From an optimization exercise on the open Yosys and OpenROAD flow, aimed at small area and a short achievable clock period; shortcuts taken in it are not production practice. Function was checked by simulation only, so behaviour that the tests miss may differ from the original. Power is estimated from default activity; no workload was simulated.

File: config.mk
export PLATFORM = sky130hd
export DESIGN_NAME = iob_plic2
export DESIGN_NICKNAME = iob_plic2
export VERILOG_FILES = /design/flow/design.v
export SDC_FILE = /design/flow/constraint.sdc
export NUM_CORES = 4
export LEC_CHECK = 0
export CAP_MARGIN = 20
export CORE_MARGIN = 2
export CORE_UTILIZATION = 40
export SLEW_MARGIN = 20
File: constraint.sdc
create_clock -name core_clock -period 120.0 [get_ports {clk}]
set_input_delay 24.0000 -clock core_clock [delete_from_list [all_inputs] [get_ports {clk}]]
set_output_delay 24.0000 -clock core_clock [all_outputs]
set_load 0.01 [all_outputs]
File: design.v
package iob_plic2_pkg;
  localparam logic [31:0] CONFIG_ADDR = 32'h0000_0000;
  localparam logic [31:0] EL_BASE     = 32'h0000_0100;
  localparam logic [31:0] IP_BASE     = 32'h0000_0200;
  localparam logic [31:0] PRIO_BASE   = 32'h0000_0400;
  localparam logic [31:0] IE_BASE     = 32'h0000_1000;
  localparam logic [31:0] CTX_BASE    = 32'h0000_2000;
  localparam logic [3:0] CTX_THR_OFF   = 4'h0;
  localparam logic [3:0] CTX_CLAIM_OFF = 4'h4;
  localparam int unsigned CFG_SRC_LSB  = 0;
  localparam int unsigned CFG_TGT_LSB  = 16;
  localparam int unsigned CFG_PRIO_LSB = 24;
  typedef enum logic [2:0] {
    SEL_NONE,
    SEL_CONFIG,
    SEL_EL,
    SEL_IP,
    SEL_PRIO,
    SEL_IE,
    SEL_THR,
    SEL_CLAIM
  } reg_sel_e;
  function automatic int unsigned plic_nw(input int unsigned sources);
    plic_nw = (sources + 32) / 32;
  endfunction
  function automatic int unsigned plic_prio_bits(input int unsigned priorities);
    plic_prio_bits = $clog2(priorities);
  endfunction
  function automatic int unsigned plic_src_bits(input int unsigned sources);
    plic_src_bits = $clog2(sources + 1);
  endfunction
  function automatic int unsigned plic_cnt_bits(input int unsigned max_pending);
    plic_cnt_bits = $clog2(max_pending + 1);
  endfunction
endpackage
module iob_plic2_gateway
#(
  parameter int unsigned MAX_PENDING_COUNT = 8
) (
  input  logic clk,
  input  logic rst,
  input  logic src,
  input  logic el,
  input  logic el_clr,
  input  logic sw_set,
  input  logic claim,
  input  logic complete,
  output logic ip,
  output logic inservice
);
  localparam int unsigned CW = iob_plic2_pkg::plic_cnt_bits(MAX_PENDING_COUNT);
  localparam logic [CW-1:0] CNT_MAX = CW'(MAX_PENDING_COUNT);
  logic          src_q;
  logic          is_q;
  logic [CW-1:0] cnt;
  logic          inc;
  always_comb begin
    inc = el & ((src & ~src_q) | sw_set);
  end
  always_ff @(posedge clk) begin
    if (rst) begin
      src_q <= 1'b0;
      is_q  <= 1'b0;
      cnt   <= '0;
    end else begin
      src_q <= src;
      if (claim) begin
        is_q <= 1'b1;
      end else if (complete) begin
        is_q <= 1'b0;
      end
      if (el_clr) begin
        cnt <= '0;
      end else if (el) begin
        if (inc && !claim && cnt != CNT_MAX) begin
          cnt <= cnt + 1'b1;
        end else if (claim && !inc && cnt != '0) begin
          cnt <= cnt - 1'b1;
        end
      end
    end
  end
  always_comb begin
    if (el) begin
      ip = (cnt != '0) & ~is_q;
    end else begin
      ip = src_q & ~is_q;
    end
    inservice = is_q;
  end
endmodule
module iob_plic2
#(
  parameter int unsigned ADDR_W            = 16,
  parameter int unsigned DATA_W            = 32,
  parameter int unsigned SOURCES           = 64,
  parameter int unsigned TARGETS           = 4,
  parameter int unsigned PRIORITIES        = 8,
  parameter int unsigned MAX_PENDING_COUNT = 8
) (
  input  logic                clk,
  input  logic                rst,
  input  logic                valid,
  input  logic [ADDR_W-1:0]   address,
  input  logic [DATA_W-1:0]   wdata,
  input  logic [DATA_W/8-1:0] wstrb,
  output logic [DATA_W-1:0]   rdata,
  output logic                ready,
  input  logic [SOURCES-1:0]  src,
  output logic [TARGETS-1:0]  irq
);
  localparam int unsigned NW = iob_plic2_pkg::plic_nw(SOURCES);
  localparam int unsigned VW = NW * 32;
  localparam int unsigned PB = iob_plic2_pkg::plic_prio_bits(PRIORITIES);
  localparam int unsigned SW = iob_plic2_pkg::plic_src_bits(SOURCES);
  localparam logic [VW-1:0] ONE_V   = 1;
  localparam logic [VW-1:0] ID_MASK = (ONE_V << (SOURCES + 1)) - (ONE_V << 1);
  localparam logic [31:0] CONFIG_VAL = (32'(PRIORITIES - 1) << iob_plic2_pkg::CFG_PRIO_LSB) |
                                       (32'(TARGETS) << iob_plic2_pkg::CFG_TGT_LSB) |
                                       (32'(SOURCES) << iob_plic2_pkg::CFG_SRC_LSB);
  logic [31:0]      a32;
  iob_plic2_pkg::reg_sel_e         sel;
  int unsigned      word;
  int unsigned      tgt;
  int unsigned      pid;
  logic             rd_en;
  logic             wr_en;
  logic [31:0]      bmask;
  logic [VW-1:0]    el_r;
  logic [VW-1:0]    el_nxt;
  logic [VW-1:0]    ie_r   [TARGETS];
  logic [PB-1:0]    prio_r [1:SOURCES];
  logic [PB-1:0]    thr_r  [TARGETS];
  logic [SW-1:0]    id_q   [TARGETS];
  logic [SOURCES:1] oh_q   [TARGETS];
  logic [SW-1:0]    arb_id [TARGETS];
  logic [SOURCES:1] arb_oh [TARGETS];
  logic [SOURCES:1] gw_ip;
  logic [SOURCES:1] gw_is;
  logic [SOURCES:1] el_clr;
  logic [SOURCES:1] sw_set;
  logic [SOURCES:1] claim_v;
  logic [SOURCES:1] complete_v;
  logic [VW-1:0]    ip_v;
  logic [SW-1:0]    cl_id;
  logic [SOURCES:1] cl_oh;
  logic             claim_ok;
  logic [31:0]      rd_data;
  logic [31:0]      rdata_q;
  logic             ready_q;
  logic [TARGETS-1:0] irq_q;
  assign a32 = 32'(address);
  always_comb begin
    sel   = iob_plic2_pkg::SEL_NONE;
    word  = 0;
    tgt   = 0;
    pid   = 0;
    rd_en = valid & ~(|wstrb);
    wr_en = valid & (|wstrb);
    bmask = {{8{wstrb[3]}}, {8{wstrb[2]}}, {8{wstrb[1]}}, {8{wstrb[0]}}};
    if (a32[1:0] == 2'b00) begin
      if (a32 == iob_plic2_pkg::CONFIG_ADDR) begin
        sel = iob_plic2_pkg::SEL_CONFIG;
      end else if ((a32 & ~32'h0000_00FF) == iob_plic2_pkg::EL_BASE) begin
        word = 32'(a32[7:2]);
        if (word < NW) sel = iob_plic2_pkg::SEL_EL;
      end else if ((a32 & ~32'h0000_00FF) == iob_plic2_pkg::IP_BASE) begin
        word = 32'(a32[7:2]);
        if (word < NW) sel = iob_plic2_pkg::SEL_IP;
      end else if ((a32 & ~32'h0000_03FF) == iob_plic2_pkg::PRIO_BASE) begin
        pid = 32'(a32[9:2]);
        if (pid != 0 && pid <= SOURCES) sel = iob_plic2_pkg::SEL_PRIO;
      end else if ((a32 & ~32'h0000_07FF) == iob_plic2_pkg::IE_BASE) begin
        tgt  = 32'(a32[10:7]);
        word = 32'(a32[6:2]);
        if (tgt < TARGETS && word < NW) sel = iob_plic2_pkg::SEL_IE;
      end else if ((a32 & ~32'h0000_00FF) == iob_plic2_pkg::CTX_BASE) begin
        tgt = 32'(a32[7:4]);
        if (tgt < TARGETS) begin
          if (a32[3:0] == iob_plic2_pkg::CTX_THR_OFF) sel = iob_plic2_pkg::SEL_THR;
          else if (a32[3:0] == iob_plic2_pkg::CTX_CLAIM_OFF) sel = iob_plic2_pkg::SEL_CLAIM;
        end
      end
    end
  end
  always_comb begin
    el_nxt     = el_r;
    el_clr     = '0;
    sw_set     = '0;
    complete_v = '0;
    for (int unsigned w = 0; w < NW; w++) begin
      if (wr_en && sel == iob_plic2_pkg::SEL_EL && word == w) begin
        el_nxt[w*32 +: 32] = (el_r[w*32 +: 32] & ~bmask) | (wdata & bmask);
      end
    end
    el_nxt = el_nxt & ID_MASK;
    for (int unsigned i = 1; i <= SOURCES; i++) begin
      el_clr[i]     = el_nxt[i] ^ el_r[i];
      sw_set[i]     = wr_en && sel == iob_plic2_pkg::SEL_IP && word == i / 32 &&
                      bmask[i % 32] && wdata[i % 32] && el_r[i];
      complete_v[i] = wr_en && sel == iob_plic2_pkg::SEL_CLAIM && wdata[7:0] == 8'(i) && gw_is[i];
    end
  end
  always_comb begin
    cl_id = '0;
    cl_oh = '0;
    for (int unsigned t = 0; t < TARGETS; t++) begin
      if (tgt == t) begin
        cl_id = id_q[t];
        cl_oh = oh_q[t];
      end
    end
    claim_ok = rd_en && sel == iob_plic2_pkg::SEL_CLAIM && cl_id != '0 && (|(cl_oh & gw_ip));
    claim_v  = claim_ok ? cl_oh : '0;
  end
  always_comb begin
    ip_v = '0;
    ip_v[SOURCES:1] = gw_ip;
  end
  always_comb begin
    logic [PB-1:0] best_p;
    best_p = '0;
    for (int unsigned t = 0; t < TARGETS; t++) begin
      best_p    = thr_r[t];
      arb_id[t] = '0;
      arb_oh[t] = '0;
      for (int unsigned i = 1; i <= SOURCES; i++) begin
        if (gw_ip[i] && ie_r[t][i] && prio_r[i] > best_p) begin
          best_p       = prio_r[i];
          arb_id[t]    = SW'(i);
          arb_oh[t]    = '0;
          arb_oh[t][i] = 1'b1;
        end
      end
    end
  end
  always_comb begin
    rd_data = '0;
    if (rd_en) begin
      case (sel)
        iob_plic2_pkg::SEL_CONFIG: rd_data = CONFIG_VAL;
        iob_plic2_pkg::SEL_EL: begin
          for (int unsigned w = 0; w < NW; w++)
            if (word == w) rd_data = el_r[w*32 +: 32];
        end
        iob_plic2_pkg::SEL_IP: begin
          for (int unsigned w = 0; w < NW; w++)
            if (word == w) rd_data = ip_v[w*32 +: 32];
        end
        iob_plic2_pkg::SEL_PRIO: begin
          for (int unsigned i = 1; i <= SOURCES; i++)
            if (pid == i) rd_data = 32'(prio_r[i]);
        end
        iob_plic2_pkg::SEL_IE: begin
          for (int unsigned t = 0; t < TARGETS; t++)
            for (int unsigned w = 0; w < NW; w++)
              if (tgt == t && word == w) rd_data = ie_r[t][w*32 +: 32];
        end
        iob_plic2_pkg::SEL_THR: begin
          for (int unsigned t = 0; t < TARGETS; t++)
            if (tgt == t) rd_data = 32'(thr_r[t]);
        end
        iob_plic2_pkg::SEL_CLAIM: rd_data = claim_ok ? 32'(cl_id) : '0;
        default: rd_data = '0;
      endcase
    end
  end
  always_ff @(posedge clk) begin
    if (rst) begin
      ready_q <= 1'b0;
      rdata_q <= '0;
      el_r    <= '0;
      irq_q   <= '0;
      for (int unsigned i = 1; i <= SOURCES; i++) prio_r[i] <= '0;
      for (int unsigned t = 0; t < TARGETS; t++) begin
        ie_r[t]  <= '0;
        thr_r[t] <= '0;
        id_q[t]  <= '0;
        oh_q[t]  <= '0;
      end
    end else begin
      ready_q <= valid;
      rdata_q <= rd_data;
      el_r    <= el_nxt;
      if (wr_en) begin
        case (sel)
          iob_plic2_pkg::SEL_PRIO: begin
            for (int unsigned i = 1; i <= SOURCES; i++)
              if (pid == i && wstrb[0]) prio_r[i] <= wdata[PB-1:0];
          end
          iob_plic2_pkg::SEL_IE: begin
            for (int unsigned t = 0; t < TARGETS; t++)
              for (int unsigned w = 0; w < NW; w++)
                if (tgt == t && word == w)
                  ie_r[t][w*32 +: 32] <= ((ie_r[t][w*32 +: 32] & ~bmask) |
                                          (wdata & bmask)) & ID_MASK[w*32 +: 32];
          end
          iob_plic2_pkg::SEL_THR: begin
            for (int unsigned t = 0; t < TARGETS; t++)
              if (tgt == t && wstrb[0]) thr_r[t] <= wdata[PB-1:0];
          end
          default: ;
        endcase
      end
      for (int unsigned t = 0; t < TARGETS; t++) begin
        id_q[t]  <= arb_id[t];
        oh_q[t]  <= arb_oh[t];
        irq_q[t] <= (arb_id[t] != '0);
      end
    end
  end
  assign rdata = rdata_q;
  assign ready = ready_q;
  assign irq   = irq_q;
  for (genvar g = 1; g <= SOURCES; g++) begin : g_gw
    iob_plic2_gateway #(
      .MAX_PENDING_COUNT(MAX_PENDING_COUNT)
    ) u_gw (
      .clk      (clk),
      .rst      (rst),
      .src      (src[g-1]),
      .el       (el_r[g]),
      .el_clr   (el_clr[g]),
      .sw_set   (sw_set[g]),
      .claim    (claim_v[g]),
      .complete (complete_v[g]),
      .ip       (gw_ip[g]),
      .inservice(gw_is[g])
    );
  end
endmodule
File: run.sh
#!/bin/bash
# synth_recipe.tcl (not shown) runs the flow's synth.tcl, then flattens the netlist and writes it again
# the make line also repeats each setting of config.mk as NAME=value (left out here)
make -C /OpenROAD-flow-scripts/flow DESIGN_CONFIG=/design/flow/config.mk WORK_HOME=/design/flow/orfs CLKGATE_MAP_FILE= SYNTH_SCRIPT=/design/flow/synth_recipe.tcl finish
==> summary.txt <==
cells by family after synthesis:
family	synth area share, %
XOR/XNOR	2.56
multiplexers	4.26
buffers and inverters	5.15
flip-flops	26.1
AND/OR/NAND/NOR	27.6
AO/OA/AOI/OAI	25.9
adder cells (fa/ha/maj)	8.45
worst max-delay path, delay by kind of cell (launching register included):
kind | cells | cell delay [ns]
compound gates | 166 | 43.59
fa+ha+maj | 75 | 21.21
buf+inv | 17 | 2.35
flops | 1 | 0.43
mux | 21 | 8.37
simple gates | 151 | 28.70
where the power goes:
part / switching [mW] / internal, mW / leakage, nW / total [mW]
Sequential: 0.000610 / 0.408 / 9.88 / 0.408
Clock: 0.219 / 0.296 / 2.68 / 0.516
Combinational: 0.0401 / 0.0118 / 28.7 / 0.0519
synthesized netlist by cell type (all sizes together) (170+ instances only):
master	instances	share of area (%)
ha	408	5.4
a21oi	1072	5.7
dfxtp	1225	26
nand3	617	3.3
clkbuf	601	3.0
a21o	200	1.6
and2	255	1.7
nand2	1758	7.0
a31oi	178	1.2
and3	212	1.4
a22oi	170	1.4
mux2i	279	3.0
inv	425	1.7
o21ai	625	3.4
nor3	365	2.0
nor2	1439	5.8
layer usage:
metal | vias up | track usage (%) | wire length, um
met2 | 7616 | 64.3 | 224000
li1 | 46400 | - | -
met1 | 52100 | 55.9 | 213000
met4 | 54 | 34.5 | 52100
met5 | - | 0 | 364
met3 | 1802 | 15.4 | 73000
cell type report:
type	count	area share (%)
antenna	38	0.0904
clock buffer	211	4.24
clock inverter	75	1.01
inverter	428	1.53
multi-input combinational	10400	62.0
sequential	1225	23.3
tap	3132	3.73
timing repair buffer	519	4.10
through the flow:
stage	worst slack, ns	hold WS (ns)	util, %
CTS	17.85	0.464	45.1
finish	15.03	0.466	45.2
global route	9.86	0.490	45.1
floorplan	34.50	0.440	-
global placement	18.00	0.448	42.7
detailed placement	18.38	0.456	42.7
path summary, 6_finish.rpt:
check | endpoint | start | depth (start not counted)
max | oh_q[1][56]$_SDFF_PP0_ | g_gw[1].u_gw.cnt[0]$_SDFFE_PP0P_ | 430
min | register | register | 2
max reg2reg | oh_q[1][56]$_SDFF_PP0_ | g_gw[1].u_gw.cnt[0]$_SDFFE_PP0P_ | 430
min reg2reg | register | register | 2
==> results.yml <==
route:
  dr_total_vias: 108000
  drcViolationCount: 0
  routed_via_density: 6.73
  drt_iter0_drc: 16200
  routed_wl_mm: 563
  firstDrtPassIters: 10
  wl_per_cell_um: 35.1
  final_antenna_net_count: 0
floorplan:
  num_rows: 177
  die_x_um: 488
  coreArea_um2: 233000
  die_h_um: 488
  start_util_pct: 40.3
  ios: 156
  die_area_um2: 239000
clock_network:
  cts_resized: 0
  clk_pin_slew_ns: 0.06
  cts_setup_buffers: 0
  clock_sinks: 1225
  clockBufferDepth: 3
  cts_root_buf: "clkbuf_16"
  postCtsHoldBufs: 0
  tritoncts: "done"
  h-tree-depth: 4
  cts_buffers: 156
  clk_latency_ns: 0.86
cells_and_area:
  nNetsFinal: 13300
  final_cell_mix: "nand2_1 (1750), nor2_1 (1409), dfxtp_1 (1225)"
  regArea_um2: 24500
  final_common_cell: "nand2_1"
  post-route-cell-area_um2: 105000
  fin_cells: 16100
  syn_to_final_growth_pct: 12.0
  multi_input_area_um2: 65200
  fillCellCount: 23500
  post_route_cells_drive_above_1_share_pct: 9.32
place:
  place_hpwl_mm: 446
  dp_cells: 15700
  gp_congestion: 1.18
  port_buffers: 155
  dpl_cell_area_um2: 99500
flow_run:
  maxCapViolations: 0
setup_path:
  required_ns: 120.70
  cp-start-kind: "register"
  cp-end-kind: "register"
  worst-setup-path-type: "reg -> reg"
  crit_path_frequent_cell: "nor2_1"
  max_stage_delay_ns: 0.95
  cp_slowest_cell: "a211oi_1"
  r2r_slack_ns: 15.03
  worst_ep_arrival_time_ns: 105.67
  cp_max_fo: 12
sta:
  rsz0062_at_grt: "no"
  period_minus_slack_ns: 104.97
  worstMarginPinSlew_ns: 1.38
  relSlewSlack_pct: 7.45
  fin_worst_skew_ns: 0.0705
  setup_viol: 0
  slew_violations: 0
  hold_viol: 0
  setup_tns_ns: 0
  fin_crit_sh_pct: 87.5
  max_freq_ghz: 0.00953
grt:
  grt_pass1_wl_mm: 768
  grt_pass1_vias: 97900
  antenna_found_initial: 82
  grt_max_degree: 127
  overflow: 0
  grt_util_all_layers_pct: 45.3
min_path:
  hp-class: "reg -> reg"
power:
  ir_drop_uv: 10.4
  p_leak_nw: 41.3
  power.total_uw: 976
  powerDensity_nw_per_um2: 9.28
synthesis:
  synth_cell_types: 167
  syn_nets: 13300
  postSynth.asyncResetShare_pct: 0
  synthFlopType: "dfxtp_1"
  yosys_warnings: 9
  avgSynthCellArea_um2: 7.37
  synth_edf_count: 0
  syn-cell-area_um2: 93900
  syn_inst: 12700
  ys_seq_elements: 1225
  ys_seq_area_share_pct: 26.1
run_status:
  status: "complete, no violations"

## what the ideal ports hide
How much do the figures lean on ideal ports? The routed layout below was timed once more, with nothing changed but the port constraints.
Step 1 sets driving cells, clkbuf_16 on the clock port and buf_2 on the other inputs (assumed; they add their load-dependent delay and slew).
Step 2, shift: input delay + t, output delay - t, t = (earliest + latest rising clock arrival at the registers) / 2. This alone moves slack from input paths to output paths.
a / b / c = ideal / step 1 / step 2; a / b = the first two.
shift t [ns]: 0.916
setup WS [ns]: 15.032 / 15.032 / 15.032
worst hold slack (ns): 0.466 / 0.466 / 0.466
After both steps setup and hold are still met in this run. For this run, drivers alone change the setup slack by 0.000 ns; drivers and shift together by 0.000 ns.
